What follows belongs to an exercise in optimizing a design on an open flow for small area, a short achievable clock period and few clock cycles per item; a production flow would make more cautious choices.
In this exercise RTL edits were held to simulation tests only and were not proved equivalent to the original.
Power and IR drop assume default switching activity.

### flow/standard.sh
#!/bin/bash
# synth_recipe.tcl (not shown) runs the flow's synth.tcl, then flattens the netlist and writes it again
# the make line also repeats each setting of config.mk as NAME=value (left out here)
make -C /OpenROAD-flow-scripts/flow DESIGN_CONFIG=/design/flow/config.mk WORK_HOME=/design/flow/orfs CLKGATE_MAP_FILE= SYNTH_SCRIPT=/design/flow/synth_recipe.tcl "${@:-finish}"
### flow/config.mk
export PLATFORM = sky130hd
export DESIGN_NAME = fp_coprocessor
export DESIGN_NICKNAME = fp_coprocessor
export VERILOG_FILES = /design/flow/design.v
export SDC_FILE = /design/flow/constraint.sdc
export NUM_CORES = 8
export LEC_CHECK = 0
export CAP_MARGIN = 60
export CORE_MARGIN = 2
export CORE_UTILIZATION = 50
export SLEW_MARGIN = 60
### flow/design.v
package fp_pkg;
  localparam int INSTR_W = 16;
  localparam int NUM_REGS = 16;
  typedef logic [3:0] reg_addr_t;
  typedef enum logic [3:0] {
    op_nop = 4'd0,
    op_add = 4'd1,
    op_sub = 4'd2,
    op_mul = 4'd3,
    op_neg = 4'd4,
    op_abs = 4'd5,
    op_mov = 4'd6
  } opcode_t;
  localparam logic [7:0] ADDR_INSTR    = 8'h00;   
  localparam logic [7:0] ADDR_STATUS   = 8'h04;   
  localparam logic [7:0] ADDR_REG_BASE = 8'h40;   
endpackage
`timescale 1ns/1ns
module fp_add_order
(
  input  logic [31:0] a,
  input  logic [31:0] b,
  input  logic        is_sub,
  input  logic        force_a,    
  input  logic        keep_sml,   
  output logic [22:0] fbig,       
  output logic [23:0] aligned,    
  output logic [7:0]  ebig,       
  output logic        bzero,      
  output logic        sign,       
  output logic        sub         
);
  logic        agb, age, sel_a, bs;
  logic [7:0]  ea, eb, diff;
  logic [22:0] fsml;
  logic        hsml;
  logic [23:0] sml;
  assign ea    = a[30:23];
  assign eb    = b[30:23];
  assign bs    = b[31] ^ is_sub;
  assign agb   = (a[30:0] >= b[30:0]);
  assign age   = (ea >= eb);
  assign sel_a = agb | force_a;
  assign fbig  = sel_a ? a[22:0] : b[22:0];
  assign fsml  = sel_a ? b[22:0] : a[22:0];
  assign ebig  = (age | force_a) ? ea : eb;
  assign bzero = age ? (ea == 8'd0) : (eb == 8'd0);
  assign hsml  = (age ? (eb != 8'd0) : (ea != 8'd0)) & keep_sml;
  assign diff  = age ? ea - eb : eb - ea;
  assign sml   = hsml ? {1'b1, fsml} : 24'd0;
  assign aligned = (diff >= 8'd24) ? 24'd0 : (sml >> diff[4:0]);
  assign sign  = sel_a ? a[31] : bs;
  assign sub   = a[31] ^ bs;
endmodule
module fp_add_sum
(
  input  logic [22:0] fbig,
  input  logic [23:0] aligned,
  input  logic        sub,
  output logic [24:0] sum,
  output logic [4:0]  lz        
);
  logic [24:0] addend;
  logic [31:0] v;
  logic [15:0] z1;              
  logic [15:0] p1;
  logic [7:0]  z2;              
  logic [15:0] p2;
  logic [3:0]  z3;              
  logic [11:0] p3;
  logic [1:0]  z4;              
  logic [7:0]  p4;
  assign addend = {1'b0, aligned} ^ {25{sub}};
  assign sum    = {2'b01, fbig} + addend + {24'd0, sub};
  assign v = {sum[23:0], 1'b1, 7'b0};
  always_comb begin
    for (int i = 0; i < 16; i++) begin
      z1[i] = ~v[2*i+1] & ~v[2*i];
      p1[i] = ~v[2*i+1];
    end
    for (int i = 0; i < 8; i++) begin
      z2[i]         = z1[2*i+1] & z1[2*i];
      p2[2*i +: 2]  = z1[2*i+1] ? {1'b1, p1[2*i]} : {1'b0, p1[2*i+1]};
    end
    for (int i = 0; i < 4; i++) begin
      z3[i]         = z2[2*i+1] & z2[2*i];
      p3[3*i +: 3]  = z2[2*i+1] ? {1'b1, p2[4*i +: 2]} : {1'b0, p2[4*i+2 +: 2]};
    end
    for (int i = 0; i < 2; i++) begin
      z4[i]         = z3[2*i+1] & z3[2*i];
      p4[4*i +: 4]  = z3[2*i+1] ? {1'b1, p3[6*i +: 3]} : {1'b0, p3[6*i+3 +: 3]};
    end
    lz = z4[1] ? {1'b1, p4[3:0]} : {1'b0, p4[7:4]};
  end
endmodule
module fp_add_pack
(
  input  logic [24:0] sum,
  input  logic [4:0]  lz,
  input  logic [7:0]  e,        
  input  logic        sign,
  input  logic        sub,
  input  logic        bzero,    
  input  logic        pass,     
  output logic [31:0] result
);
  logic [23:0] norm;
  logic [7:0]  xn;
  logic        zero, ovf, unf;
  always_comb begin
    if (sum[24]) begin
      norm = sum[24:1];
      xn   = e + 8'd1;
      ovf  = (e >= 8'd254);
      unf  = 1'b0;
    end else begin
      norm = sum[23:0] << lz;
      xn   = e - {3'b0, lz};
      ovf  = (e == 8'd255) && (lz == 5'd0);
      unf  = ({3'b0, lz} >= e);
    end
  end
  assign zero = bzero || (sum == 25'd0);
  always_comb begin
    if (pass) result = {sign, e, sum[22:0]};
    else if (zero) result = {sign & ~sub, 31'b0};   
    else if (ovf) result = {sign, 8'hff, 23'b0};
    else if (unf) result = {sign, 31'b0};
    else result = {sign, xn, norm[22:0]};
  end
endmodule
`timescale 1ns/1ns
module fp_booth_digits
(
  input  logic        ph,         
  input  logic [22:0] fb,         
  output logic [5:0]  one,
  output logic [5:0]  two,
  output logic [5:0]  neg
);
  logic [23:0] y;
  logic [12:0] yb;                
  assign y  = {1'b1, fb};
  assign yb = ph ? y[23:11] : {y[11:0], 1'b0};
  always_comb begin
    for (int i = 0; i < 6; i++) begin
      one[i] = yb[2*i+1] ^ yb[2*i];
      two[i] = (yb[2*i+2] & ~yb[2*i+1] & ~yb[2*i]) | (~yb[2*i+2] & yb[2*i+1] & yb[2*i]);
      neg[i] = yb[2*i+2];
    end
  end
endmodule
module fp_mul_tree
(
  input  logic        ph,         
  input  logic [22:0] fa,         
  input  logic [5:0]  one,        
  input  logic [5:0]  two,
  input  logic [5:0]  neg,
  input  logic [37:0] acc_s,      
  input  logic [37:0] acc_c,
  output logic [37:0] row_s,      
  output logic [37:0] row_c       
);
  logic [23:0] x;
  logic [39:0] pp [9];            
  logic        acc_k;             
  assign x  = {1'b1, fa};
  always_comb begin
    logic [24:0] mag, sel;
    for (int i = 0; i < 9; i++) pp[i] = '0;
    for (int i = 0; i < 6; i++) begin
      mag    = one[i] ? {1'b0, x} : (two[i] ? {x, 1'b0} : 25'd0);
      sel    = mag ^ {25{neg[i]}};
      if (i == 0) begin
        pp[0][27:0] = ph ? {1'b0, 1'b1, ~neg[0], sel} : {~neg[0], neg[0], neg[0], sel};
      end else begin
        pp[i][2*i +: 27] = {1'b1, ~neg[i], sel};
        pp[i][2*i-2]     = neg[i-1];
      end
    end
    pp[6][25:0] = ph ? acc_s[37:12] : 26'd0;
    pp[7][25:0] = ph ? acc_c[37:12] : 26'd0;
    pp[8][35:12] = ph ? x : 24'd0;
    pp[8][10]    = neg[5];
    pp[8][0]     = ph & acc_k;
  end
  function automatic logic [79:0] csa(input logic [39:0] a, input logic [39:0] b,
                                      input logic [39:0] c);
    logic [39:0] s, k;
    s = a ^ b ^ c;
    k = (a & b) | (a & c) | (b & c);
    csa = {k[38:0], 1'b0, s};
  endfunction
  logic [39:0] l1 [6];
  logic [39:0] l2 [4];
  logic [39:0] l3 [3];
  logic [39:0] l4 [2];
  assign {l1[1], l1[0]} = csa(pp[0], pp[1], pp[2]);
  assign {l1[3], l1[2]} = csa(pp[3], pp[4], pp[5]);
  assign {l1[5], l1[4]} = csa(pp[6], pp[7], pp[8]);
  assign {l2[1], l2[0]} = csa(l1[0], l1[1], l1[2]);
  assign {l2[3], l2[2]} = csa(l1[3], l1[4], l1[5]);
  assign {l3[1], l3[0]} = csa(l2[0], l2[1], l2[2]);
  assign l3[2] = l2[3];
  assign {l4[1], l4[0]} = csa(l3[0], l3[1], l3[2]);
  logic [12:0] low0;
  assign low0   = {1'b0, acc_s[11:0]} + {1'b0, acc_c[11:0]};
  assign acc_k  = low0[12];
  assign row_s = l4[0][37:0];
  assign row_c = l4[1][37:0];
endmodule
module fp_mul_pack
(
  input  logic [35:0] row_s,    
  input  logic [35:0] row_c,
  input  logic [7:0]  xe,       
  input  logic        zero0,    
  input  logic        zero1,    
  input  logic        inf0,     
  input  logic        inf1,     
  input  logic        sign,
  output logic [31:0] result
);
  logic [35:0] pw;
  logic [24:0] p;               
  logic [22:0] frac;
  logic [7:0]  xn;
  logic        z, f;
  assign pw   = row_s + row_c;
  assign p    = pw[35:11];
  assign frac = p[24] ? p[23:1] : p[22:0];
  assign xn   = p[24] ? xe + 8'd1 : xe;
  assign z    = p[24] ? zero1 : zero0;
  assign f    = p[24] ? inf1 : inf0;
  always_comb begin
    if (z) result = {sign, 31'b0};
    else if (f) result = {sign, 8'hff, 23'b0};
    else result = {sign, xn, frac};
  end
endmodule
`timescale 1ns/1ns
module fp_sign_unit
(
  input  logic [2:0] op,
  input  logic       s,
  output logic       new_sign
);
  always_comb begin
    case (op)
      3'd4:    new_sign = ~s;     
      3'd5:    new_sign = 1'b0;   
      default: new_sign = s;      
    endcase
  end
endmodule
`timescale 1ns/1ns
module reg_file
(
  input  logic        clk,
  input  logic        reset,
  input  logic        we,
  input  logic [3:0]  wa,
  input  logic [31:0] wd,
  input  logic [3:0]  ra1,
  input  logic [3:0]  ra2,
  output logic [31:0] rd1,
  output logic [31:0] rd2
);
  logic [31:0] regs [16];
  logic [31:0] wd_eff;
  assign wd_eff = reset ? 32'd0 : wd;
  always_ff @(posedge clk) begin
    for (int i = 0; i < 16; i++) begin
      if (reset || (we && (wa == i))) regs[i] <= wd_eff;
    end
  end
  assign rd1 = regs[ra1];
  assign rd2 = regs[ra2];
endmodule
`timescale 1ns/1ns
module fp_coprocessor
#(
  parameter int QD = 3
)
(
  input  logic        clk,
  input  logic        reset,
  input  logic [7:0]  paddr,
  input  logic        psel,
  input  logic        penable,
  input  logic        pwrite,
  input  logic [31:0] pwdata,
  output logic [31:0] prdata,
  output logic        pready,
  output logic        pslverr
);
  logic [14:0]   q [QD];
  logic [QD-1:0] qv;
  logic          mph;          
  logic [14:0]   ri;           
  logic          back_q;       
  logic        hw_q;           
  logic [3:0]  hidx_q;
  logic        iw_q;           
  logic        pslverr_q;
  logic [31:0] prdata_q;
  logic        reset_q;
  logic        x0_v, x0_ph;
  logic [2:0]  x0_op;
  logic [31:0] x0_a, x0_b;
  logic        x1_v, x1_ph, x1_mul, x1_pass, x1_sign, x1_sub, x1_bzero, x1_mz;
  logic [3:0]  x1_dest;
  logic [22:0] x1_fbig;
  logic [23:0] x1_aligned;
  logic [8:0]  x1_ex;
  logic [5:0]  x1_one, x1_two, x1_neg;
  logic        x2_v, x2_mul, x2_pass, x2_sign, x2_sub, x2_bzero;
  logic        x2_z0, x2_z1, x2_i0, x2_i1;
  logic [3:0]  x2_dest;
  logic [24:0] x2_sum;
  logic [4:0]  x2_lz;
  logic [37:0] x2_rs, x2_rc;   
  logic [7:0]  x2_e;
  logic        wb2_v;
  logic [3:0]  wb2_dest;
  logic [31:0] wb2_data;
  logic        setup, is_instr, is_status, is_reg, hrd_now, hwr_now;
  assign setup     = psel & ~penable;
  assign is_instr  = (paddr == fp_pkg::ADDR_INSTR);
  assign is_status = (paddr == fp_pkg::ADDR_STATUS);
  assign is_reg    = (paddr[7:6] == fp_pkg::ADDR_REG_BASE[7:6]) && (paddr[1:0] == 2'b00);
  assign hrd_now   = paddr[6];
  assign hwr_now   = setup & pwrite & ~paddr[7] & paddr[6];
  logic        rf_we;
  logic [3:0]  rf_wa;
  logic [31:0] rf_wd;
  logic [31:0] rda, rdb;
  reg_file reg_file_i (
    .clk(clk), .reset(reset_q),
    .we(rf_we), .wa(rf_wa), .wd(rf_wd),
    .ra1(q[0][7:4]), .ra2(hrd_now ? paddr[5:2] : q[0][3:0]),
    .rd1(rda), .rd2(rdb)
  );
  logic [2:0] op;
  logic [3:0] dest, src1, src2;
  logic       uses2, is_mul, hazard, block, issue, deq, kill;
  assign op   = q[0][14:12];
  assign dest = q[0][11:8];
  assign src1 = q[0][7:4];
  assign src2 = q[0][3:0];
  function automatic logic busy(input logic [3:0] r, input logic va, input logic [3:0] da,
                                input logic vb, input logic [3:0] db,
                                input logic vc, input logic [3:0] dc);
    busy = (va && (da == r)) || (vb && (db == r)) || (vc && (dc == r));
  endfunction
  assign uses2  = ~op[2];   
  assign is_mul = (op == 3'd3);
  assign hazard = busy(src1, x0_v, ri[11:8], x1_v, x1_dest, x2_v, x2_dest) ||
                  (uses2 && busy(src2, x0_v, ri[11:8], x1_v, x1_dest, x2_v, x2_dest));
  assign block  = hw_q | wb2_v | back_q;
  assign issue  = mph | (qv[0] & ~hazard & ~block);
  assign deq    = issue & ~(is_mul & ~mph);
  assign kill   = issue & ((hrd_now & uses2) | hwr_now);
  always_ff @(posedge clk) begin
    ri    <= q[0];
    x0_ph <= mph;
    x0_op <= op;
    x0_a  <= rda;
    x0_b  <= rdb;
  end
  logic        x_sub, x_mul, x_pass, psign, osign, osub, bzero;
  logic [22:0] fbig;
  logic [23:0] aligned;
  logic [7:0]  ea, eb, ebig;
  logic [5:0]  one, two, neg;
  assign x_sub  = (x0_op == 3'd2);
  assign x_mul  = (x0_op == 3'd3);
  assign x_pass = x0_op[2];
  assign ea     = x0_a[30:23];
  assign eb     = x0_b[30:23];
  fp_add_order fp_add_order_i (
    .a(x0_a), .b(x0_b), .is_sub(x_sub), .force_a(x_mul | x_pass), .keep_sml(~x_pass),
    .fbig(fbig), .aligned(aligned), .ebig(ebig), .bzero(bzero), .sign(osign), .sub(osub)
  );
  fp_sign_unit fp_sign_unit_i (.op(x0_op), .s(x0_a[31]), .new_sign(psign));
  fp_booth_digits fp_booth_digits_i (.ph(x0_ph), .fb(x0_b[22:0]), .one(one), .two(two), .neg(neg));
  always_ff @(posedge clk) begin
    x1_ph      <= x0_ph;
    x1_dest    <= ri[11:8];
    x1_mul     <= x_mul;
    x1_pass    <= x_pass;
    x1_fbig    <= fbig;
    x1_aligned <= aligned;
    x1_one     <= one;
    x1_two     <= two;
    x1_neg     <= neg;
    x1_bzero   <= bzero;
    x1_ex      <= x_mul ? {1'b0, ea} + {1'b0, eb} : {1'b0, ebig};
    x1_mz      <= (ea == 8'd0) | (eb == 8'd0);
    x1_sub     <= ~x_pass & osub;
    x1_sign    <= x_pass ? psign : (x_mul ? (x0_a[31] ^ x0_b[31]) : osign);
  end
  logic [24:0] sum;
  logic [4:0]  lz;
  logic [37:0] rs, rc;
  fp_add_sum fp_add_sum_i (
    .fbig(x1_fbig), .aligned(x1_aligned), .sub(x1_sub), .sum(sum), .lz(lz)
  );
  fp_mul_tree fp_mul_tree_i (
    .ph(x1_ph), .fa(x1_fbig), .one(x1_one), .two(x1_two), .neg(x1_neg),
    .acc_s(x2_rs), .acc_c(x2_rc), .row_s(rs), .row_c(rc)
  );
  always_ff @(posedge clk) begin
    x2_dest  <= x1_dest;
    x2_mul   <= x1_mul;
    x2_pass  <= x1_pass;
    x2_sign  <= x1_sign;
    x2_sub   <= x1_sub;
    x2_bzero <= x1_bzero;
    x2_sum   <= sum;
    x2_lz    <= lz;
    x2_rs    <= rs;
    x2_rc    <= rc;
    x2_e     <= x1_mul ? x1_ex[7:0] + 8'd129 : x1_ex[7:0];
    x2_z0    <= x1_mz | (x1_ex <= 9'd127);
    x2_z1    <= x1_mz | (x1_ex <= 9'd126);
    x2_i0    <= (x1_ex >= 9'd382);
    x2_i1    <= (x1_ex >= 9'd381);
  end
  logic [31:0] add_res, mul_res, res;
  fp_add_pack fp_add_pack_i (
    .sum(x2_sum), .lz(x2_lz), .e(x2_e), .sign(x2_sign), .sub(x2_sub), .bzero(x2_bzero),
    .pass(x2_pass), .result(add_res)
  );
  fp_mul_pack fp_mul_pack_i (
    .row_s(x2_rs[35:0]), .row_c(x2_rc[35:0]), .xe(x2_e),
    .zero0(x2_z0), .zero1(x2_z1), .inf0(x2_i0), .inf1(x2_i1),
    .sign(x2_sign), .result(mul_res)
  );
  assign res = x2_mul ? mul_res : add_res;
  assign rf_we = hw_q | wb2_v | x2_v;
  assign rf_wa = hw_q ? hidx_q : (wb2_v ? wb2_dest : x2_dest);
  assign rf_wd = (hw_q | wb2_v) ? (hw_q ? pwdata : wb2_data) : res;
  always_ff @(posedge clk) begin
    if (x2_v & (hw_q | wb2_v)) begin
      wb2_dest <= x2_dest;
      wb2_data <= res;
    end
  end
  logic [14:0]   qnew;
  logic [QD-1:0] sv, at;
  logic [14:0]   sq [QD];
  assign qnew = {pwdata[14:12], pwdata[11:0]};
  always_comb begin
    for (int i = 0; i < QD; i++) begin
      if (back_q) begin
        sv[i] = (i == 0) ? 1'b1 : qv[i-1];
        sq[i] = (i == 0) ? ri : q[i-1];
      end else if (deq) begin
        sv[i] = (i < QD-1) ? qv[i+1] : 1'b0;
        sq[i] = (i < QD-1) ? q[i+1] : q[i];
      end else begin
        sv[i] = qv[i];
        sq[i] = q[i];
      end
    end
    for (int i = 0; i < QD; i++) at[i] = iw_q & ~sv[i] & ((i == 0) ? 1'b1 : sv[i-1]);
  end
  always_ff @(posedge clk) begin
    for (int i = 0; i < QD; i++) q[i] <= at[i] ? qnew : sq[i];
  end
  always_ff @(posedge clk) begin
    if (reset) begin
      qv     <= '0;
      mph    <= 1'b0;
      back_q <= 1'b0;
      x0_v   <= 1'b0;
      x1_v   <= 1'b0;
      x2_v   <= 1'b0;
      wb2_v  <= 1'b0;
    end else begin
      qv     <= sv | at;
      mph    <= issue & is_mul & ~mph & ~kill;
      back_q <= kill & deq;
      x0_v   <= issue & ~kill;
      x1_v   <= x0_v;
      x2_v   <= x1_v & ~(x1_mul & ~x1_ph);
      wb2_v  <= (x2_v & (hw_q | wb2_v)) | (wb2_v & hw_q);
    end
  end
  logic        op_ok, room, err;
  logic [3:0]  op4;
  logic [31:0] status;
  assign op4   = pwdata[15:12];
  assign op_ok = (op4 <= 4'd6);
  assign room  = ~qv[QD-1] | deq;
  always_comb begin
    if (is_instr) err = ~pwrite | ~op_ok | ((op4 != 4'd0) & ~room);
    else if (is_reg) err = 1'b0;   
    else if (is_status) err = pwrite;
    else err = 1'b1;
  end
  assign status = {26'b0, qv[0], back_q, x0_v, x1_v, x2_v & wb2_v, 1'b0};
  always_ff @(posedge clk) begin
    if (reset) begin
      hw_q      <= 1'b0;
      iw_q      <= 1'b0;
      pslverr_q <= 1'b0;
    end else begin
      hw_q      <= setup & is_reg & pwrite;
      iw_q      <= setup & is_instr & pwrite & op_ok & (op4 != 4'd0) & room;
      pslverr_q <= setup & err;
    end
  end
  always_ff @(posedge clk) begin
    reset_q  <= reset;
    hidx_q   <= paddr[5:2];
    prdata_q <= paddr[6] ? (rdb & {32{~reset_q}}) : status;
  end
  assign pready  = 1'b1;
  assign pslverr = pslverr_q;
  assign prdata  = prdata_q;
endmodule
### flow/constraint.sdc
create_clock -name core_clock -period 12.0 [get_ports {clk}]
set_input_delay 2.4000 -clock core_clock [delete_from_list [all_inputs] [get_ports {clk}]]
set_output_delay 2.4000 -clock core_clock [all_outputs]
set_load 0.01 [all_outputs]
### flow/flow/run.sh
#!/bin/bash
# Own layout flow: the standard ORFS flow, with the port buffers made
# from buf_4 cells instead of the resizer's default choice, and the
# post-placement timing repair asked to keep a setup margin.
# Each step's full output stays in orfs/logs/; make's own output goes to
# flow_make.log in the work folder.
set -euo pipefail
bash standard.sh \
  BUFFER_PORTS_ARGS="-buffer_cell sky130_fd_sc_hd__buf_4" \
  SETUP_SLACK_MARGIN=8.25 \
  finish > flow_make.log 2>&1
==> impl_metrics.py, run 1 <==
metrics = {
    "synth": {
        "post_synth_inst_count": 4679,
        "netlist_area_um2": 51830,
        "synth.ff_latch_count": 929,
        "synth_edf_count": 593,
        "synth_area_in_simple_gates_pct": 9.681,
        "synth.lib_cells_used.distinct": 102,
        "synth_top_family_by_area": "compound AO/OA/AOI/OAI gates",
        "synthArstFlopShare_pct": 0,
        "area_share_of_fa_ha_maj_cells_after_synthesis_pct": 10.26,
        "mux_cell_area_share_after_synthesis_pct": 4.823,
        "synth_compound_gate_area_share_pct": 19.06,
        "synthXorXnorAreaFrac_pct": 4.596,
        "synth_seq_area_share_pct": 47.34,
        "avgSynthCellArea_um2": 11.08,
        "ys_dominant_reg_cell": "sky130_fd_sc_hd__edfxtp_1",
        "synthesis.yosys.warnings": 18,
        "synth_fp_nets": 5046,
    },
    "detailed_routing": {
        "ant_nets": 0,
        "routed_wl_um": 203800,
        "via_count": 42700,
        "drc": 0,
        "detail_route.wl_per_cell_um": 32.62,
        "number_of_iterations_in_the_first_detailed_routing_pass": 9,
        "vias_per_cell": 6.833,
        "drt_iter0_drc": 6657,
    },
    "setup_path": {
        "r2r_start": "x0_b[24]",
        "endpoint_kind": "flop",
        "critical_path.max_fanout": 18,
        "timing.rr.end": "x1_aligned[7]",
        "r2r_setup_slack_ns": 8.20,
        "worstSetupPathType": "reg2reg",
        "startpoint_type": "flop",
        "cp.required_ns": 12.57,
        "reg2reg_depth": 13,
        "crit_path_start": "x0_b[24]",
        "cp_data_arrival_time_ns": 4.37,
        "worstSetupEndpoint": "x1_aligned[7]",
    },
    "global_routing": {
        "antenna_found_initial": 13,
        "grt_pass1_vias": 40160,
        "grt.overflow.total": 0,
        "grt_max_degree": 78,
        "grt.total_usage_pct": 36.42,
        "grt_first_pass_wirelength_um": 283100,
    },
    "placed_design": {
        "hpwl_um": 123600,
        "buffer_ports.inserted": 77,
        "place.gp.congestion": 0.9898,
        "dpl_cell_area_um2": 54740,
    },
    "pwr": {
        "total_switching_power_mw": 6.347,
        "power_density_nw_per_um2": 253.3,
        "max-vdd-ir-drop_mv": 0.1849,
        "sequentialPowerShare_pct": 31.5,
        "swShare_pct": 41.08,
        "finalPower_mw": 15.45,
        "static-leakage-power_nw": 22.49,
        "relative_contribution_of_the_clock_network_to_total_power_pct": 21.0,
        "internal_power_mw": 9.102,
        "pwr-share-comb_pct": 47.5,
    },
    "sta": {
        "hold_violations": 0,
        "setup_viol_count_final": 0,
        "fin_skew_ns": 0.04924,
        "max_slew_headroom_at_the_worst_pin_pct": -3.064,
        "setup_tns_ns": 0,
        "slew_of_the_pin_with_the_lowest_slew_margin_ns": 1.543,
        "min_period_over_period_pct": 31.69,
        "final.min_clock_period_ns": 3.802,
        "drv_slew": 4,
        "unrepaired_setup_endpoints_after_global_routing": "true",
        "max_freq_mhz": 263.0,
    },
    "cts": {
        "clk_path_buf_depth": 3,
        "cts_tree": "yes",
        "cts.sinks": 929,
        "clkLatencyLatePin_ns": 0.72,
        "cts_inserted_buffers": 102,
        "cts_hold_buf": 0,
        "cts_htree_levels": 3,
        "clkTransAtPathRegs_ns": 0.06,
        "cts-root-buf": "sky130_fd_sc_hd__clkbuf_16",
    },
    "final_layout": {
        "drive_gt1_share_pct": 19.36,
        "final_design_area_no_fill_um2": 61000,
        "layout.nets": 5145,
        "syn2layout_area_growth_pct": 17.69,
    },
    "die": {
        "initial_core_util_pct": 50.22,
        "row_count": 118,
        "die_w_um": 326.0,
        "io_pins": 79,
        "floorplan.die_area_um2": 106200,
        "die_h_um": 326.0,
        "floorplan.core_area_um2": 103200,
    },
    "run_status": {
        "so_faults": "max-capacitance violations, max-slew violations",
        "status": "failed layout checks",
    },
    "run": {
        "max_cap_violations": 1,
    },
    "min_path": {
        "worstHoldPathType": "reg2reg",
        "hold_path_depth": 0,
    },
}
==> per-layer routing <==
layer | up-vias | part of all wire (%) | global-route usage, %
met4 | 10 | 5.9 | 18.25
li1 | 17880 | - | -
met3 | 735 | 12 | 7.593
met5 | - | 0.032 | 0.2662
met2 | 3147 | 44 | 54.47
met1 | 20920 | 39 | 50.31
==> metrics by stage <==
stage / cells / hold WS (ns) / worst slack [ns] / utilization [%]
3_3_place_gp: 5920 / 0.3116 / 6.813 / 52.46
2_1_floorplan: 4679 / 0.3096 / 7.897 / -
5_1_grt: 6246 / 0.3268 / 8.144 / 59.10
3_5_place_dp: 5941 / 0.3121 / 6.912 / 53.04
6_report: 6249 / 0.3279 / 8.198 / 59.11
4_1_cts: 6182 / 0.3257 / 8.236 / 57.56
==> Yosys cell counts, types with 14 or more instances <==
cell | n | share of area [%]
sky130_fd_sc_hd__a211oi_1 | 20 | 0.29
sky130_fd_sc_hd__a21o_1 | 42 | 0.61
sky130_fd_sc_hd__a21oi_1 | 198 | 1.9
sky130_fd_sc_hd__a221oi_1 | 58 | 0.98
sky130_fd_sc_hd__a22o_1 | 53 | 0.90
sky130_fd_sc_hd__a22oi_1 | 479 | 6.9
sky130_fd_sc_hd__a311oi_1 | 15 | 0.25
sky130_fd_sc_hd__a31oi_1 | 20 | 0.24
sky130_fd_sc_hd__and2_1 | 106 | 1.3
sky130_fd_sc_hd__and3_1 | 16 | 0.19
sky130_fd_sc_hd__buf_1 | 29 | 0.21
sky130_fd_sc_hd__buf_2 | 16 | 0.15
sky130_fd_sc_hd__clkbuf_1 | 270 | 2.0
sky130_fd_sc_hd__dfxtp_1 | 336 | 13
sky130_fd_sc_hd__edfxtp_1 | 593 | 34
sky130_fd_sc_hd__fa_1 | 172 | 6.6
sky130_fd_sc_hd__ha_1 | 150 | 3.6
sky130_fd_sc_hd__inv_1 | 241 | 1.7
sky130_fd_sc_hd__mux2_2 | 65 | 1.4
sky130_fd_sc_hd__mux2i_1 | 144 | 2.8
sky130_fd_sc_hd__nand2_1 | 262 | 1.9
sky130_fd_sc_hd__nand2b_1 | 32 | 0.39
sky130_fd_sc_hd__nand3_1 | 107 | 1.0
sky130_fd_sc_hd__nand4_1 | 114 | 1.4
sky130_fd_sc_hd__nor2_1 | 155 | 1.1
sky130_fd_sc_hd__nor2b_1 | 24 | 0.29
sky130_fd_sc_hd__nor3_1 | 77 | 0.74
sky130_fd_sc_hd__nor4_1 | 23 | 0.28
sky130_fd_sc_hd__o211ai_1 | 17 | 0.25
sky130_fd_sc_hd__o21a_1 | 25 | 0.36
sky130_fd_sc_hd__o21ai_0 | 159 | 1.5
sky130_fd_sc_hd__o221ai_1 | 22 | 0.37
sky130_fd_sc_hd__o22a_1 | 72 | 1.2
sky130_fd_sc_hd__o22ai_1 | 41 | 0.49
sky130_fd_sc_hd__o31ai_1 | 16 | 0.23
sky130_fd_sc_hd__or3_1 | 14 | 0.17
sky130_fd_sc_hd__xnor2_1 | 170 | 2.9
sky130_fd_sc_hd__xor2_1 | 102 | 1.7
==> final cells by class <==
class                   instances  area [um2]
fillers                      8429       42200
clock inverters                55       658.1
flip-flops and latches        929       24650
diodes                          3       7.507
well taps                    1380        1727
multi-input cells            3185       27040
repair buffers                312        3156
clock buffers                 137        2815
inverters                     248       948.4
==> worst min-delay path by stage <==
stage                        start  slack [ns]       end
after detailed placement   x1_pass        0.31   x2_pass
after floorplan           x1_bzero        0.31  x2_bzero
after global placement     x1_pass        0.31   x2_pass
final                      x1_pass        0.33   x2_pass
after global routing       x1_pass        0.33   x2_pass
after CTS                  x1_pass        0.33   x2_pass
==> worst max-delay path: stages, from the launching register on <==
cell and delay [ns]:
sky130_fd_sc_hd__dfxtp_2 0.43, sky130_fd_sc_hd__inv_1 0.16, sky130_fd_sc_hd__fa_2 0.43, sky130_fd_sc_hd__nand3_4 0.11
sky130_fd_sc_hd__a31oi_4 0.14, sky130_fd_sc_hd__nor2_4 0.31, sky130_fd_sc_hd__mux2i_4 0.32, sky130_fd_sc_hd__buf_12 0.21
sky130_fd_sc_hd__mux2i_1 0.10, sky130_fd_sc_hd__mux4_2 0.51, sky130_fd_sc_hd__nand2_1 0.09, sky130_fd_sc_hd__o211ai_1 0.14
sky130_fd_sc_hd__or3_1 0.39, sky130_fd_sc_hd__a211oi_2 0.29
==> cell usage in the layout (no fill, tap or decap), types with 18 or more instances in the layout <==
master,n
sky130_fd_sc_hd__nor2b_1,18
sky130_fd_sc_hd__nand3_1,107
sky130_fd_sc_hd__a22oi_1,470
sky130_fd_sc_hd__nor2_1,120
sky130_fd_sc_hd__mux2_2,65
sky130_fd_sc_hd__buf_6,54
sky130_fd_sc_hd__ha_4,21
sky130_fd_sc_hd__nand2b_1,30
sky130_fd_sc_hd__dfxtp_2,49
sky130_fd_sc_hd__o21ai_0,139
sky130_fd_sc_hd__inv_1,235
sky130_fd_sc_hd__nor3_1,67
sky130_fd_sc_hd__ha_1,121
sky130_fd_sc_hd__a21oi_1,180
sky130_fd_sc_hd__a221oi_1,43
sky130_fd_sc_hd__fa_1,170
sky130_fd_sc_hd__a22o_1,53
sky130_fd_sc_hd__buf_4,209
sky130_fd_sc_hd__clkbuf_16,109
sky130_fd_sc_hd__o22ai_1,39
sky130_fd_sc_hd__edfxtp_1,593
sky130_fd_sc_hd__buf_12,28
sky130_fd_sc_hd__clkbuf_1,23
sky130_fd_sc_hd__xor2_1,97
sky130_fd_sc_hd__a21o_1,29
sky130_fd_sc_hd__xnor2_1,166
sky130_fd_sc_hd__nor2_4,31
sky130_fd_sc_hd__and2_1,105
sky130_fd_sc_hd__dfxtp_1,272
sky130_fd_sc_hd__nand2_1,253
sky130_fd_sc_hd__o22a_1,72
sky130_fd_sc_hd__o21a_1,23
sky130_fd_sc_hd__mux2i_1,131
sky130_fd_sc_hd__nand4_1,114
==> power groups by stage <==
stage          combinational (mW)  clock, mW  sequential (mW)
2_1_floorplan                4.44          0             4.51
3_3_place_gp                 6.54          0             4.85
3_5_place_dp                 6.61          0             4.85
4_1_cts                      6.91       3.27             4.80
5_1_grt                      7.97       3.39             4.89
6_report                     7.34       3.25             4.86
==> cell families (layout without fill, tap and decap cells) <==
group	Yosys count	in the layout
AOI/OAI and AO/OA	1373	1377
xor gates and xnor gates	272	272
adders and majority gates	322	322
buffers and inverters	570	752
DFF	929	929
muxes	224	224
other	1	4
and+or+nand+nor	988	989
==> state kept, by name (all words and copies together), names as in the netlist, 32 cells and up <==
name             flops
x0_a                32
x2_rs               35
x2_rc               36
prdata_q            32
reg_file_i.regs    512
q                   45
wb2_data            32
x0_b                32
==> what timing repair did <==
action	in CTS	in global routing
resized for setup	173	184
setup buffers	45	49
pin swaps	34	50
setup endpoints to repair	682	606
gates cloned	4	10
Testbench counts, summed over its fixed seeds: cycles 8,092, items 2,304.
==> run 2: changes to the inputs <==
--- a/flow/flow/run.sh
+++ b/flow/flow/run.sh
@@ -8,4 +8,4 @@
 bash standard.sh \
   BUFFER_PORTS_ARGS="-buffer_cell sky130_fd_sc_hd__buf_4" \
-  SETUP_SLACK_MARGIN=8.25 \
+  SETUP_SLACK_MARGIN=8 \
   finish > flow_make.log 2>&1
--- a/flow/config.mk
+++ b/flow/config.mk
@@ -8,4 +8,4 @@
 export CAP_MARGIN = 60
 export CORE_MARGIN = 2
-export CORE_UTILIZATION = 50
+export CORE_UTILIZATION = 65
 export SLEW_MARGIN = 60
==> impl_metrics.py, run 2 <==
metrics = {
    "run_status": {
        "status": "timing/DRC/antenna clean",
    },
    "sta": {
        "max_freq_mhz": 242.7,
        "hold_violations": 0,
        "slew_of_the_pin_with_the_lowest_slew_margin_ns": 1.253,
        "setup_viol_count_final": 0,
        "fin_skew_ns": 0.06485,
        "setup_tns_ns": 0,
        "hold_ws_ns": 0.3272,
        "drv_slew": 0,
        "max_slew_headroom_at_the_worst_pin_pct": 16.27,
        "unrepaired_setup_endpoints_after_global_routing": "true",
        "final.min_clock_period_ns": 4.121,
        "min_period_over_period_pct": 34.34,
    },
    "final_layout": {
        "area.sequential_um2": 24600,
        "layout.cells.most_common": "sky130_fd_sc_hd__edfxtp_1",
        "syn2layout_area_growth_pct": 13.59,
        "drive_gt1_share_pct": 16.16,
        "num-fill-cells": 5407,
        "utilization_pct": 74.52,
        "final_design_area_no_fill_um2": 58870,
        "multi_input_area_um2": 26410,
        "layout.nets": 5080,
        "fin_cells": 5845,
        "biggestRegsByFlops": "reg_file_i.regs (512), q (45), x2_rc (36)",
        "number_of_flip_flops_in_the_largest_register": 512,
        "final_cell_mix": "sky130_fd_sc_hd__edfxtp_1 (593), sky130_fd_sc_hd__a22oi_1 (475), sky130_fd_sc_hd__dfxtp_1 (293), sky130_fd_sc_hd__nand2_1 (255), sky130_fd_sc_hd__inv_1 (240)",
        "largest_register": "reg_file_i.regs",
    },
    "detailed_routing": {
        "number_of_iterations_in_the_first_detailed_routing_pass": 7,
        "routed_wl_um": 191400,
        "vias_per_cell": 7.392,
        "ant_nets": 0,
        "drt_iter0_drc": 7129,
        "via_count": 43210,
        "detail_route.wl_per_cell_um": 32.74,
        "drc": 0,
    },
    "synth": {
        "synth_seq_area_share_pct": 47.34,
        "synth.top_cells.by_area": "sky130_fd_sc_hd__edfxtp_1 (34%), sky130_fd_sc_hd__dfxtp_1 (13%), sky130_fd_sc_hd__a22oi_1 (6.9%)",
        "synthesis.yosys.warnings": 18,
        "netlist.area_leader.share_pct": 34.36,
        "synth.lib_cells_used.distinct": 102,
        "synth.ff_latch_count": 929,
        "netlist_area_um2": 51830,
        "synth_fp_nets": 5046,
        "synthArstFlopShare_pct": 0,
        "yosysMostFrequentCell": "sky130_fd_sc_hd__edfxtp_1",
        "post_synth_inst_count": 4679,
        "ys_dominant_reg_cell": "sky130_fd_sc_hd__edfxtp_1",
        "post_synth_most_frequent_cells": "sky130_fd_sc_hd__edfxtp_1 (593), sky130_fd_sc_hd__a22oi_1 (479), sky130_fd_sc_hd__dfxtp_1 (336), sky130_fd_sc_hd__clkbuf_1 (270), sky130_fd_sc_hd__nand2_1 (262)",
        "avgSynthCellArea_um2": 11.08,
        "synth_edf_count": 593,
        "synth_top_area_cell": "sky130_fd_sc_hd__edfxtp_1",
    },
    "pwr": {
        "internal_power_mw": 8.774,
        "sequentialPowerShare_pct": 31.9,
        "max-vdd-ir-drop_mv": 0.2494,
        "total_switching_power_mw": 6.329,
        "relative_contribution_of_the_clock_network_to_total_power_pct": 19.8,
        "static-leakage-power_nw": 21.94,
        "pwr-share-comb_pct": 48.3,
        "swShare_pct": 41.91,
        "power_density_nw_per_um2": 256.5,
    },
    "die": {
        "floorplan.die_area_um2": 82010,
        "die_h_um": 286.4,
        "io_pins": 79,
        "initial_core_util_pct": 65.61,
        "row_count": 103,
        "die_w_um": 286.4,
        "floorplan.core_area_um2": 79000,
    },
    "global_routing": {
        "antenna_found_initial": 8,
        "grt_max_degree": 49,
        "grt.overflow.total": 0,
        "grt_first_pass_wirelength_um": 272800,
        "grt.total_usage_pct": 45.34,
        "grt_pass1_vias": 41510,
    },
    "cts": {
        "cts.sinks": 929,
        "cts-root-buf": "sky130_fd_sc_hd__clkbuf_16",
        "cts_inserted_buffers": 93,
        "cts_htree_levels": 3,
        "clk_path_buf_depth": 3,
        "clkLatencyLatePin_ns": 0.70,
        "clkTransAtPathRegs_ns": 0.06,
        "cts_tree": "yes",
    },
    "setup_path": {
        "worstSetupPathType": "in2reg",
        "critical_path.max_fanout": 28,
        "cp_data_arrival_time_ns": 4.74,
        "cp.required_ns": 12.62,
        "endpoint_kind": "flop",
        "startpoint_type": "primary input",
    },
    "min_path": {
        "worstHoldPathType": "reg2reg",
    },
    "placed_design": {
        "dpl_cell_area_um2": 54350,
        "placed_cells": 5605,
        "place.gp.congestion": 1.025,
        "hpwl_um": 120200,
        "buffer_ports.inserted": 77,
    },
    "run": {
        "max_cap_violations": 0,
    },
}
[run 2: area by class of cell]
class                           instances  area share (%)
Antenna cell                            4         0.01700
Sequential cell                       929           41.78
Clock inverter                         45          0.9266
Multi-Input combinational cell       3183           44.86
Clock buffer                          128           4.418
Tap cell                             1050           2.232
Inverter                              248           1.609
Timing Repair Buffer                  258           4.149
[run 2: cell families after synthesis]
family	after synthesis	synth area share [%]
AO/OA/AOI/OAI	1373	19.06
AND/OR/NAND/NOR	988	9.681
flip-flops	929	47.34
buffers and inverters	570	4.232
adder cells (fa/ha/maj)	322	10.26
XOR/XNOR	272	4.596
multiplexers	224	4.823
other	1	0.007235
[run 2: path summary, 6_finish.rpt]
check             startpoint                       to  slack, ns  depth (start not counted)
setup / recovery    paddr[6]             prdata_q[26]       7.88                         10
hold / removal       x1_sign                  x2_sign       0.33                          0
setup reg to reg    x2_rc[4]  reg_file_i.regs[10][11]       7.94                         13
hold reg to reg      x1_sign                  x2_sign       0.33                          0
[run 2: metal layers]
metal	GRT usage, %	vias to the layer above	part of all wire [%]
met5	0	-	0.010
met4	27.36	4	7.9
met3	12.27	980	15
met2	68.46	3789	43
met1	58.77	20680	34
li1	-	17760	-
[run 2: worst max-delay path: stages]
cell	delay, ns
sky130_fd_sc_hd__buf_12	0.15
sky130_fd_sc_hd__nor2_1	0.21
sky130_fd_sc_hd__a31oi_4	0.06
sky130_fd_sc_hd__buf_4	0.15
sky130_fd_sc_hd__nor2_4	0.21
sky130_fd_sc_hd__buf_4	0.58
sky130_fd_sc_hd__a22oi_1	0.20
sky130_fd_sc_hd__nand4_1	0.13
sky130_fd_sc_hd__o22a_1	0.41
sky130_fd_sc_hd__and2_1	0.20
[run 2: timing repair]
item / CTS / global route
cloned: 1 / 6
pin swaps: 12 / 25
setup buffers: 14 / 39
setup endpoints to repair: 574 / 433
resized for setup: 94 / 83
hold buffers: 0 / 0
[run 2: through the flow]
step | power (mW) | worst slack (ns)
finish | 15.10 | 7.879
global route | 15.82 | 7.897
CTS | 14.69 | 7.991
detailed placement | 11.60 | 6.923
global placement | 11.43 | 6.318
floorplan | 8.944 | 7.897
[run 2: power groups by stage]
stage	logic [mW]	registers (mW)	clock network (mW)
after floorplan	4.43	4.51	0
after global placement	6.62	4.81	0
after detailed placement	6.78	4.83	0
after CTS	6.94	4.77	2.98
after global routing	7.86	4.84	3.11
final	7.30	4.82	2.99
==> run 3: changes to the inputs <==
--- a/flow/config.mk
+++ b/flow/config.mk
@@ -8,4 +8,4 @@
 export CAP_MARGIN = 60
 export CORE_MARGIN = 2
-export CORE_UTILIZATION = 65
+export CORE_UTILIZATION = 45
 export SLEW_MARGIN = 60
==> impl_metrics.py, run 3 <==
metrics = {
    "run_status": {
        "status": "timing/DRC/antenna clean",
    },
    "setup_path": {
        "endpoint_kind": "flop",
        "critical_path.cell_chain": "inv_1, ha_4, buf_12, and4_4, nand2_2, or4_4, nor4b_4, nor3_2, clkbuf_16, buf_6, buf_4, mux2_2, nor2_1, nor2_1, a221oi_2, o221ai_1",
        "cp_data_arrival_time_ns": 4.51,
        "critical_path.max_fanout": 13,
        "crit_path_frequent_cell": "sky130_fd_sc_hd__nor2_1",
        "slowest_stage": "sky130_fd_sc_hd__or4_4",
        "cp.required_ns": 12.53,
        "worstSetupPathType": "reg2reg",
        "critical_path.max_stage_delay_ns": 0.49,
        "startpoint_type": "flop",
        "r2r_setup_slack_ns": 8.02,
    },
    "final_layout": {
        "fin_cells": 6304,
        "drive_gt1_share_pct": 16.06,
        "largest_register": "reg_file_i.regs",
        "num-fill-cells": 9867,
        "biggestRegsByFlops": "reg_file_i.regs (512), q (45), x2_rc (36)",
        "layout.nets": 5070,
        "syn2layout_area_growth_pct": 14.88,
        "layout.cells.most_common": "sky130_fd_sc_hd__edfxtp_1",
        "multi_input_area_um2": 26330,
        "final_cell_mix": "sky130_fd_sc_hd__edfxtp_1 (593), sky130_fd_sc_hd__a22oi_1 (476), sky130_fd_sc_hd__dfxtp_1 (287), sky130_fd_sc_hd__nand2_1 (256), sky130_fd_sc_hd__inv_1 (240)",
        "number_of_flip_flops_in_the_largest_register": 512,
        "area.sequential_um2": 24610,
    },
    "sta": {
        "hold_violations": 0,
        "hold_ws_ns": 0.3147,
        "min_period_over_period_pct": 33.17,
        "slew_of_the_pin_with_the_lowest_slew_margin_ns": 0.8514,
        "setup_tns_ns": 0,
        "max_freq_mhz": 251.2,
        "final.min_clock_period_ns": 3.981,
        "drv_slew": 0,
        "fin_skew_ns": 0.08023,
        "setup_viol_count_final": 0,
        "max_slew_headroom_at_the_worst_pin_pct": 43.12,
        "unrepaired_setup_endpoints_after_global_routing": "true",
    },
    "synth": {
        "synthArstFlopShare_pct": 0,
        "synth_top_area_cell": "sky130_fd_sc_hd__edfxtp_1",
        "post_synth_most_frequent_cells": "sky130_fd_sc_hd__edfxtp_1 (593), sky130_fd_sc_hd__a22oi_1 (479), sky130_fd_sc_hd__dfxtp_1 (336), sky130_fd_sc_hd__clkbuf_1 (270), sky130_fd_sc_hd__nand2_1 (262)",
        "netlist_area_um2": 51830,
        "synth.ff_latch_count": 929,
        "synthesis.yosys.warnings": 18,
        "synth.lib_cells_used.distinct": 102,
        "post_synth_inst_count": 4679,
        "synth_seq_area_share_pct": 47.34,
        "synth_fp_nets": 5046,
        "synth.top_cells.by_area": "sky130_fd_sc_hd__edfxtp_1 (34%), sky130_fd_sc_hd__dfxtp_1 (13%), sky130_fd_sc_hd__a22oi_1 (6.9%)",
        "synth_edf_count": 593,
        "ys_dominant_reg_cell": "sky130_fd_sc_hd__edfxtp_1",
        "yosysMostFrequentCell": "sky130_fd_sc_hd__edfxtp_1",
        "netlist.area_leader.share_pct": 34.36,
        "avgSynthCellArea_um2": 11.08,
    },
    "detailed_routing": {
        "ant_nets": 0,
        "via_count": 42160,
        "drc": 0,
        "drt_iter0_drc": 6413,
        "vias_per_cell": 6.688,
        "number_of_iterations_in_the_first_detailed_routing_pass": 9,
        "detail_route.wl_per_cell_um": 31.46,
        "routed_wl_um": 198300,
    },
    "pwr": {
        "pwr-share-comb_pct": 46.2,
        "sequentialPowerShare_pct": 32.0,
        "max-vdd-ir-drop_mv": 0.1324,
        "swShare_pct": 41.27,
        "power_density_nw_per_um2": 252.7,
        "total_switching_power_mw": 6.210,
        "relative_contribution_of_the_clock_network_to_total_power_pct": 21.7,
        "internal_power_mw": 8.838,
        "static-leakage-power_nw": 21.99,
    },
    "die": {
        "die_w_um": 343.4,
        "row_count": 124,
        "floorplan.die_area_um2": 117900,
        "die_h_um": 343.4,
        "initial_core_util_pct": 45.33,
        "io_pins": 79,
        "floorplan.core_area_um2": 114300,
    },
    "min_path": {
        "worstHoldPathType": "reg2reg",
    },
    "placed_design": {
        "placed_cells": 6073,
        "place.gp.congestion": 0.9695,
        "buffer_ports.inserted": 77,
        "hpwl_um": 122100,
    },
    "cts": {
        "cts_inserted_buffers": 101,
        "cts_tree": "yes",
        "cts.sinks": 929,
        "clk_path_buf_depth": 3,
        "cts_htree_levels": 3,
        "clkTransAtPathRegs_ns": 0.07,
        "cts-root-buf": "sky130_fd_sc_hd__clkbuf_16",
        "clkLatencyLatePin_ns": 0.74,
    },
    "global_routing": {
        "antenna_found_initial": 9,
        "grt.total_usage_pct": 32.59,
        "grt_max_degree": 78,
        "grt.overflow.total": 0,
        "grt_first_pass_wirelength_um": 279900,
        "grt_pass1_vias": 40160,
    },
    "run": {
        "max_cap_violations": 0,
    },
}
==> run 3: cell types whose count changed in the layout (fill, tap and decap cells not counted), sizes merged <==
cell      change
inv           +5
o21ai         -1
clkinvlp      +1
bufinv        +2
clkbuf        +8
diode         -1
clkinv        +2
buf          -19
==> run 3: stage by stage <==
step	util, %	cell area (um2)	total power [mW]	setup slack, ns
after floorplan	-	52110	8.944	7.897
after global placement	47.52	54330	11.37	6.665
after detailed placement	48.00	54880	11.48	7.115
after CTS	51.39	58760	14.84	7.958
after global routing	52.07	59530	15.91	7.936
final	52.07	59540	15.05	8.019
==> run 3: timing repair <==
action | CTS | global route
setup endpoints to repair | 487 | 500
gates resized for setup | 63 | 99
setup buffers | 5 | 24
gates cloned | 1 | 4
pin swaps | 8 | 21
hold buffers | 0 | 0
==> run 3: per-layer routing <==
metal / vias to the layer above / global-route usage, % / share of wire [%]
met4: 10 / 15.65 / 5.8
met3: 659 / 8.532 / 12
met1: 20660 / 43.80 / 39
met5: - / 0 / 0.045
li1: 17730 / - / -
met2: 3099 / 49.05 / 43
==> run 3: cell type report <==
type | count | area share, %
multi-input cells | 3182 | 44.22
clock inverters | 55 | 1.225
clock buffers | 134 | 4.709
flip-flops and latches | 929 | 41.33
diodes | 3 | 0.01261
repair buffers | 241 | 3.741
well taps | 1512 | 3.177
inverters | 248 | 1.585
==> run 3: final timing paths <==
kind / startpoint / to / depth (start not counted)
worst max-delay path: x0_a[23] / x1_aligned[1] / 16
worst min-delay path: x1_pass / x2_pass / 0
worst max register to register: x0_a[23] / x1_aligned[1] / 16
worst min register to register: x1_pass / x2_pass / 0
==> run 3: power by group through the flow <==
| stage | clock network, mW | logic [mW] | registers, mW |
|---|---|---|---|
| finish | 3.27 | 6.95 | 4.82 |
| global route | 3.43 | 7.62 | 4.86 |
| CTS | 3.30 | 6.76 | 4.78 |
| detailed placement | 0 | 6.63 | 4.85 |
| global placement | 0 | 6.53 | 4.84 |
| floorplan | 0 | 4.43 | 4.51 |
==> run 3: cells by family (layout without fill, tap and decap cells) <==
group           after synthesis  in the layout  synth area share, %
other cells                   1              4             0.007235
buf+inv                     570            678                4.232
xor+xnor                    272            272                4.596
mux                         224            224                4.823
flops                       929            929                47.34
fa+ha+maj                   322            322                10.26
simple gates                988            988                9.681
compound gates             1373           1375                19.06
==> run 3: worst max-delay path, delay by kind of cell, from the launching register on <==
| kind | cells | cell delay (ns) |
|---|---|---|
| AOI/OAI and AO/OA | 2 | 0.61 |
| DFF | 1 | 0.38 |
| buffers and inverters | 5 | 0.75 |
| and+or+nand+nor | 7 | 1.43 |
| muxes | 1 | 0.28 |
| adders and majority gates | 1 | 0.30 |
==> run 4: changes to the inputs <==
--- a/flow/config.mk
+++ b/flow/config.mk
@@ -8,4 +8,4 @@
 export CAP_MARGIN = 60
 export CORE_MARGIN = 2
-export CORE_UTILIZATION = 45
+export CORE_UTILIZATION = 55
 export SLEW_MARGIN = 60
==> impl_metrics.py, run 4 <==
metrics = {
    "final_layout": {
        "layout.nets": 5080,
        "layout.cells.most_common": "sky130_fd_sc_hd__edfxtp_1",
        "syn2layout_area_growth_pct": 14.62,
        "final_cell_mix": "sky130_fd_sc_hd__edfxtp_1 (593), sky130_fd_sc_hd__a22oi_1 (476), sky130_fd_sc_hd__dfxtp_1 (297), sky130_fd_sc_hd__nand2_1 (253), sky130_fd_sc_hd__inv_1 (239)",
        "drive_gt1_share_pct": 16.40,
        "largest_register": "reg_file_i.regs",
        "final_design_area_no_fill_um2": 59410,
        "biggestRegsByFlops": "reg_file_i.regs (512), q (45), x2_rc (36)",
        "number_of_flip_flops_in_the_largest_register": 512,
    },
    "cts": {
        "cts_inserted_buffers": 99,
        "cts_tree": "yes",
        "cts_htree_levels": 3,
        "cts.sinks": 929,
        "cts-root-buf": "sky130_fd_sc_hd__clkbuf_16",
        "clkLatencyLatePin_ns": 0.73,
        "cts_hold_buf": 0,
        "clk_path_buf_depth": 3,
        "clkTransAtPathRegs_ns": 0.06,
    },
    "synth": {
        "post_synth_most_frequent_cells": "sky130_fd_sc_hd__edfxtp_1 (593), sky130_fd_sc_hd__a22oi_1 (479), sky130_fd_sc_hd__dfxtp_1 (336), sky130_fd_sc_hd__clkbuf_1 (270), sky130_fd_sc_hd__nand2_1 (262)",
        "ys_dominant_reg_cell": "sky130_fd_sc_hd__edfxtp_1",
        "post_synth_inst_count": 4679,
        "synthArstFlopShare_pct": 0,
        "synth_area_in_simple_gates_pct": 9.681,
        "synth_top_family_by_area": "compound AO/OA/AOI/OAI gates",
        "synth_compound_gate_area_share_pct": 19.06,
        "area_share_of_fa_ha_maj_cells_after_synthesis_pct": 10.26,
        "synth_edf_count": 593,
        "avgSynthCellArea_um2": 11.08,
        "yosysMostFrequentCell": "sky130_fd_sc_hd__edfxtp_1",
        "synth_fp_nets": 5046,
        "synthesis.yosys.warnings": 18,
        "netlist.area_leader.share_pct": 34.36,
        "synth.top_cells.by_area": "sky130_fd_sc_hd__edfxtp_1 (34%), sky130_fd_sc_hd__dfxtp_1 (13%), sky130_fd_sc_hd__a22oi_1 (6.9%)",
        "synth.ff_latch_count": 929,
        "netlist_area_um2": 51830,
        "synth_seq_area_share_pct": 47.34,
        "synth.lib_cells_used.distinct": 102,
        "mux_cell_area_share_after_synthesis_pct": 4.823,
        "synthXorXnorAreaFrac_pct": 4.596,
        "synth_top_area_cell": "sky130_fd_sc_hd__edfxtp_1",
    },
    "detailed_routing": {
        "number_of_iterations_in_the_first_detailed_routing_pass": 7,
        "drc": 0,
        "routed_wl_um": 204200,
        "via_count": 42600,
        "ant_nets": 0,
        "detail_route.wl_per_cell_um": 33.72,
        "drt_iter0_drc": 6295,
        "vias_per_cell": 7.036,
    },
    "placed_design": {
        "dpl_cell_area_um2": 54520,
        "hpwl_um": 126200,
        "buffer_ports.inserted": 77,
        "place.gp.congestion": 1.019,
    },
    "global_routing": {
        "grt_max_degree": 78,
        "antenna_found_initial": 9,
        "grt_first_pass_wirelength_um": 284000,
        "grt.total_usage_pct": 40.17,
        "grt.overflow.total": 0,
        "grt_pass1_vias": 40960,
    },
    "die": {
        "io_pins": 79,
        "row_count": 112,
        "floorplan.core_area_um2": 93330,
        "floorplan.die_area_um2": 96710,
        "die_h_um": 311.0,
        "initial_core_util_pct": 55.53,
        "die_w_um": 311.0,
    },
    "pwr": {
        "sequentialPowerShare_pct": 30.4,
        "power_density_nw_per_um2": 266.2,
        "pwr-share-comb_pct": 49.4,
        "max-vdd-ir-drop_mv": 0.1912,
        "internal_power_mw": 9.053,
        "swShare_pct": 42.75,
        "total_switching_power_mw": 6.759,
        "relative_contribution_of_the_clock_network_to_total_power_pct": 20.1,
        "static-leakage-power_nw": 22.05,
    },
    "run_status": {
        "status": "failed layout checks",
        "so_faults": "max-capacitance violations, max-slew violations",
    },
    "sta": {
        "hold_ws_ns": 0.3281,
        "final.min_clock_period_ns": 4.024,
        "max_freq_mhz": 248.5,
        "drv_slew": 6,
        "setup_tns_ns": 0,
        "unrepaired_setup_endpoints_after_global_routing": "false",
        "min_period_over_period_pct": 33.54,
        "slew_of_the_pin_with_the_lowest_slew_margin_ns": 1.875,
        "setup_viol_count_final": 0,
        "hold_violations": 0,
        "max_slew_headroom_at_the_worst_pin_pct": -25.25,
        "fin_skew_ns": 0.07916,
    },
    "setup_path": {
        "worstSetupPathType": "reg2reg",
        "critical_path.cell_chain": "ha_4, nand2_1, nor4_4, a21boi_4, o31ai_4, o311a_4, nor2_2, buf_8, mux2i_1, o221ai_1, a32o_2",
        "cp.required_ns": 12.40,
        "startpoint_type": "flop",
        "endpoint_kind": "flop",
        "slowest_stage": "sky130_fd_sc_hd__mux2i_1",
        "cp_data_arrival_time_ns": 4.42,
        "critical_path.max_stage_delay_ns": 0.57,
        "critical_path.max_fanout": 26,
    },
    "run": {
        "max_cap_violations": 2,
    },
    "min_path": {
        "worstHoldPathType": "reg2reg",
    },
}
run 4: critical path: cells and delay by family, from the launching register on:
kind / cells / cell delay (ns)
buffers and inverters: 1 / 0.26
AOI/OAI and AO/OA: 5 / 1.50
adders and majority gates: 1 / 0.34
and+or+nand+nor: 3 / 0.70
muxes: 1 / 0.57
DFF: 1 / 0.35
run 4: per-stage QoR:
stage / utilization, % / cells / setup slack (ns) / total power [mW]
after detailed placement: 58.42 / 5808 / 7.032 / 12.06
after global routing: 63.65 / 6052 / 7.958 / 16.49
after floorplan: - / 4679 / 7.897 / 8.944
after CTS: 62.51 / 6006 / 7.989 / 15.37
final: 63.65 / 6054 / 7.976 / 15.81
after global placement: 57.86 / 5799 / 6.300 / 11.96
run 4: area by class of cell:
type / count / area [um2]
antenna: 2 / 5.005
clock buffer: 133 / 2718
clock inverter: 53 / 649.4
fill: 7531 / 33920
inverter: 248 / 940.9
multi-input combinational: 3187 / 26610
sequential: 929 / 24590
tap: 1254 / 1569
timing repair buffer: 248 / 2331
run 4: repair_timing:
action                     4_1_cts  5_1_grt
pin swaps                       14       30
gates cloned                     2        7
setup endpoints to repair      527      513
gates resized for setup         74      118
buffers inserted                10       32
run 4: routing by layer:
metal  vias to the layer above  part of all wire (%)  track usage (%)
met1                     20750                    36            50.81
met5                         -                 0.018                0
met3                       903                    12            10.18
met4                         6                   7.8            23.67
li1                      17770                     -                -
met2                      3164                    44            62.57
run 4: power by group through the flow:
stage	Sequential (mW)	Clock [mW]	Combinational (mW)
5_1_grt	4.84	3.32	8.33
2_1_floorplan	4.51	0	4.43
3_5_place_dp	4.82	0	7.24
3_3_place_gp	4.81	0	7.15
4_1_cts	4.76	3.19	7.42
6_report	4.81	3.18	7.82
run 4: path summary, 6_finish.rpt:
check	endpoint	from	cells after the start	slack, ns
setup reg to reg	reg_file_i.regs[10][1]	x2_rs[26]	11	7.98
setup / recovery	reg_file_i.regs[10][1]	x2_rs[26]	11	7.98
hold reg to reg	x2_bzero	x1_bzero	0	0.33
hold / removal	x2_bzero	x1_bzero	0	0.33
run 4: cell families after synthesis:
group | after synthesis
and+or+nand+nor | 988
muxes | 224
DFF | 929
other | 1
buffers and inverters | 570
adders and majority gates | 322
xor gates and xnor gates | 272
AOI/OAI and AO/OA | 1373
==> run 5: changes to the inputs <==
--- a/flow/config.mk
+++ b/flow/config.mk
@@ -8,4 +8,6 @@
 export CAP_MARGIN = 60
 export CORE_MARGIN = 2
-export CORE_UTILIZATION = 55
+export CORE_UTILIZATION = 50
+export CTS_CLUSTER_DIAMETER = 80
+export CTS_CLUSTER_SIZE = 16
 export SLEW_MARGIN = 60
==> impl_metrics.py, run 5 <==
metrics = {
    "placed_design": {
        "place.gp.congestion": 0.9829,
        "place_worst_setup_slack_ns": 7.143,
        "placed_cells": 5939,
        "buffer_ports.inserted": 77,
        "hpwl_um": 124000,
    },
    "final_layout": {
        "area.sequential_um2": 24580,
        "syn2layout_area_growth_pct": 11.59,
        "number_of_flip_flops_in_the_largest_register": 512,
        "largest_register": "reg_file_i.regs",
        "biggestRegsByFlops": "reg_file_i.regs (512), q (45), x2_rc (36)",
        "fin_cells": 6114,
        "layout.nets": 5035,
        "drive_gt1_share_pct": 14.17,
        "layout.cells.most_common": "sky130_fd_sc_hd__edfxtp_1",
        "utilization_pct": 56.04,
        "num-fill-cells": 8850,
        "multi_input_area_um2": 26190,
        "final_cell_mix": "sky130_fd_sc_hd__edfxtp_1 (593), sky130_fd_sc_hd__a22oi_1 (476), sky130_fd_sc_hd__dfxtp_1 (300), sky130_fd_sc_hd__nand2_1 (256), sky130_fd_sc_hd__inv_1 (241)",
    },
    "setup_path": {
        "critical_path.n_buffers_inverters": 3,
        "worstSetupPathType": "in2reg",
        "critical_path.max_stage_delay_ns": 0.46,
        "endpoint_kind": "flop",
        "cp_top_family": "buffers and inverters",
        "r2r_setup_slack_ns": 8.07,
        "critical_path.max_fanout": 32,
        "slowest_stage": "sky130_fd_sc_hd__buf_6",
        "cp.required_ns": 12.63,
        "startpoint_type": "primary input",
        "critical_path.cell_chain": "buf_12, nor3_1, a21oi_4, buf_4, nor2_4, buf_6, a22oi_1, nand4_1, o22a_1, and2_1",
        "cp_data_arrival_time_ns": 4.59,
    },
    "synth": {
        "synth_top_area_cell": "sky130_fd_sc_hd__edfxtp_1",
        "synth.top_cells.by_area": "sky130_fd_sc_hd__edfxtp_1 (34%), sky130_fd_sc_hd__dfxtp_1 (13%), sky130_fd_sc_hd__a22oi_1 (6.9%)",
        "synthesis.yosys.warnings": 18,
        "post_synth_inst_count": 4679,
        "synth.ff_latch_count": 929,
        "synth.lib_cells_used.distinct": 102,
        "synth_edf_count": 593,
        "ys_dominant_reg_cell": "sky130_fd_sc_hd__edfxtp_1",
        "yosysMostFrequentCell": "sky130_fd_sc_hd__edfxtp_1",
        "synth_seq_area_share_pct": 47.34,
        "synthArstFlopShare_pct": 0,
        "netlist.area_leader.share_pct": 34.36,
        "synth_fp_nets": 5046,
        "netlist_area_um2": 51830,
        "avgSynthCellArea_um2": 11.08,
        "post_synth_most_frequent_cells": "sky130_fd_sc_hd__edfxtp_1 (593), sky130_fd_sc_hd__a22oi_1 (479), sky130_fd_sc_hd__dfxtp_1 (336), sky130_fd_sc_hd__clkbuf_1 (270), sky130_fd_sc_hd__nand2_1 (262)",
    },
    "pwr": {
        "static-leakage-power_nw": 21.30,
        "max-vdd-ir-drop_mv": 0.1777,
        "power_density_nw_per_um2": 247.2,
    },
    "detailed_routing": {
        "vias_per_cell": 6.882,
        "number_of_iterations_in_the_first_detailed_routing_pass": 7,
        "drc": 0,
        "ant_nets": 0,
        "drt_iter0_drc": 6424,
        "detail_route.wl_per_cell_um": 32.68,
        "via_count": 42080,
        "routed_wl_um": 199800,
    },
    "die": {
        "floorplan.core_area_um2": 103200,
        "die_h_um": 326.0,
        "io_pins": 79,
        "row_count": 118,
        "die_w_um": 326.0,
        "floorplan.die_area_um2": 106200,
        "initial_core_util_pct": 50.22,
    },
    "cts": {
        "cts_tree": "yes",
        "cts_hold_buf": 0,
        "cts.sinks": 929,
        "cts_inserted_buffers": 73,
        "clkLatencyLatePin_ns": 0.69,
        "cts_htree_levels": 3,
        "clk_path_buf_depth": 3,
        "clkTransAtPathRegs_ns": 0.08,
        "cts-root-buf": "sky130_fd_sc_hd__clkbuf_16",
    },
    "sta": {
        "setup_viol_count_final": 0,
        "post-route-worst-setup-slack_ns": 8.043,
        "final.min_clock_period_ns": 3.957,
        "setup_tns_ns": 0,
        "slew_of_the_pin_with_the_lowest_slew_margin_ns": 1.448,
        "min_period_over_period_pct": 32.97,
        "hold_ws_ns": 0.3296,
        "hold_violations": 0,
        "max_freq_mhz": 252.7,
        "unrepaired_setup_endpoints_after_global_routing": "true",
        "fin_skew_ns": 0.03103,
        "drv_slew": 0,
        "max_slew_headroom_at_the_worst_pin_pct": 3.236,
    },
    "global_routing": {
        "grt.total_usage_pct": 36.42,
        "grt_first_pass_wirelength_um": 282600,
        "grt_max_degree": 78,
        "grt.overflow.total": 0,
        "grt_pass1_vias": 39890,
        "antenna_found_initial": 15,
    },
    "min_path": {
        "worstHoldPathType": "reg2reg",
    },
    "run": {
        "max_cap_violations": 0,
    },
    "run_status": {
        "status": "timing/DRC/antenna clean",
    },
}
## run 5: cell counts after synthesis
No cell type changed its count.
## run 5: worst paths after layout
kind / start / endpoint / depth (start not counted)
worst max-delay path: paddr[6] / prdata_q[28] / 10
worst min-delay path: x1_pass / x2_pass / 0
worst max register to register: x0_b[27] / x1_aligned[0] / 12
worst min register to register: x1_pass / x2_pass / 0
## run 5: timing repair
item	CTS	global route
setup endpoints to repair	519	546
gates cloned	3	2
buffers inserted	8	17
gates resized for setup	54	72
pin swaps	11	14
hold endpoints to repair	0	0
## run 5: layout make-up
| cell class | instances | area share [%] |
|---|---|---|
| well taps | 1380 | 2.985 |
| diodes | 6 | 0.02596 |
| multi-input cells | 3185 | 45.29 |
| clock inverters | 17 | 0.3591 |
| flip-flops and latches | 929 | 42.51 |
| clock buffers | 118 | 3.548 |
| repair buffers | 231 | 3.663 |
| inverters | 248 | 1.625 |
## run 5: routing by layer
| metal | vias up | global-route usage, % | part of all wire, % |
|---|---|---|---|
| li1 | 17650 | - | - |
| met1 | 20720 | 49.79 | 39 |
| met2 | 3006 | 55.09 | 44 |
| met3 | 687 | 7.776 | 12 |
| met4 | 12 | 17.99 | 5.9 |
| met5 | - | 0 | 0.062 |
## run 5: logic make-up after synthesis
| family | after synthesis | synth area share, % |
|---|---|---|
| multiplexers | 224 | 4.823 |
| AND/OR/NAND/NOR | 988 | 9.681 |
| AO/OA/AOI/OAI | 1373 | 19.06 |
| other | 1 | 0.007235 |
| XOR/XNOR | 272 | 4.596 |
| flip-flops | 929 | 47.34 |
| buffers and inverters | 570 | 4.232 |
| adder cells (fa/ha/maj) | 322 | 10.26 |
## run 5: report_power, final
group / internal (mW) / leakage, nW / switching (mW)
Clock: 1.22 / 1.09 / 1.22
Sequential: 4.20 / 8.78 / 0.602
Combinational: 2.77 / 11.4 / 4.28
## run 5: through the flow
stage | cell area, um2 | total power [mW]
floorplan | 52110 | 8.944
global route | 57830 | 15.13
finish | 57840 | 14.30
global placement | 54140 | 11.53
CTS | 57260 | 14.13
detailed placement | 54680 | 11.63
## run 5: worst reg2reg max path: stages, from the launching register on
cell and delay, ns:
sky130_fd_sc_hd__dfxtp_1 0.43, sky130_fd_sc_hd__ha_2 0.48, sky130_fd_sc_hd__and4_1 0.31, sky130_fd_sc_hd__nand2_2 0.14
sky130_fd_sc_hd__or4_4 0.56, sky130_fd_sc_hd__buf_4 0.17, sky130_fd_sc_hd__o21ai_4 0.17, sky130_fd_sc_hd__buf_12 0.21
sky130_fd_sc_hd__mux4_2 0.56, sky130_fd_sc_hd__a22o_1 0.29, sky130_fd_sc_hd__mux2i_2 0.20, sky130_fd_sc_hd__or3_1 0.13
sky130_fd_sc_hd__o221ai_1 0.12

## port drivers added, routing unchanged
No port has a modelled driver above. Below, the same layouts with a new extraction and two added sets of constraints.
Step 1 sets driving cells, clkbuf_16 on the clock port and buf_2 on the other inputs (assumed; they add their load-dependent delay and slew).
Step 2 times the ports against the registers' clock, not the clock port: input delays grow and output delays shrink by t, the midpoint of the rising clock arrivals with the driver on.
Three values: ideal ports, drivers, drivers and shift; two values: the first two.
run	t, ns	setup slack, ns	clock arrival spread, ns
run 1	0.771	8.198 / 8.143 / 7.372	0.049 / 0.050
run 2	0.740	7.879 / 7.904 / 7.165	0.066 / 0.065
run 3	0.775	8.019 / 8.019 / 7.316	0.081 / 0.080
run 4	0.766	7.976 / 7.976 / 7.297	0.079 / 0.079
run 5	0.750	8.043 / 8.058 / 7.309	0.031 / 0.031
The setup slack of run 1, which loses most, moves by -0.055 ns with the drivers and by -0.826 ns with both steps.
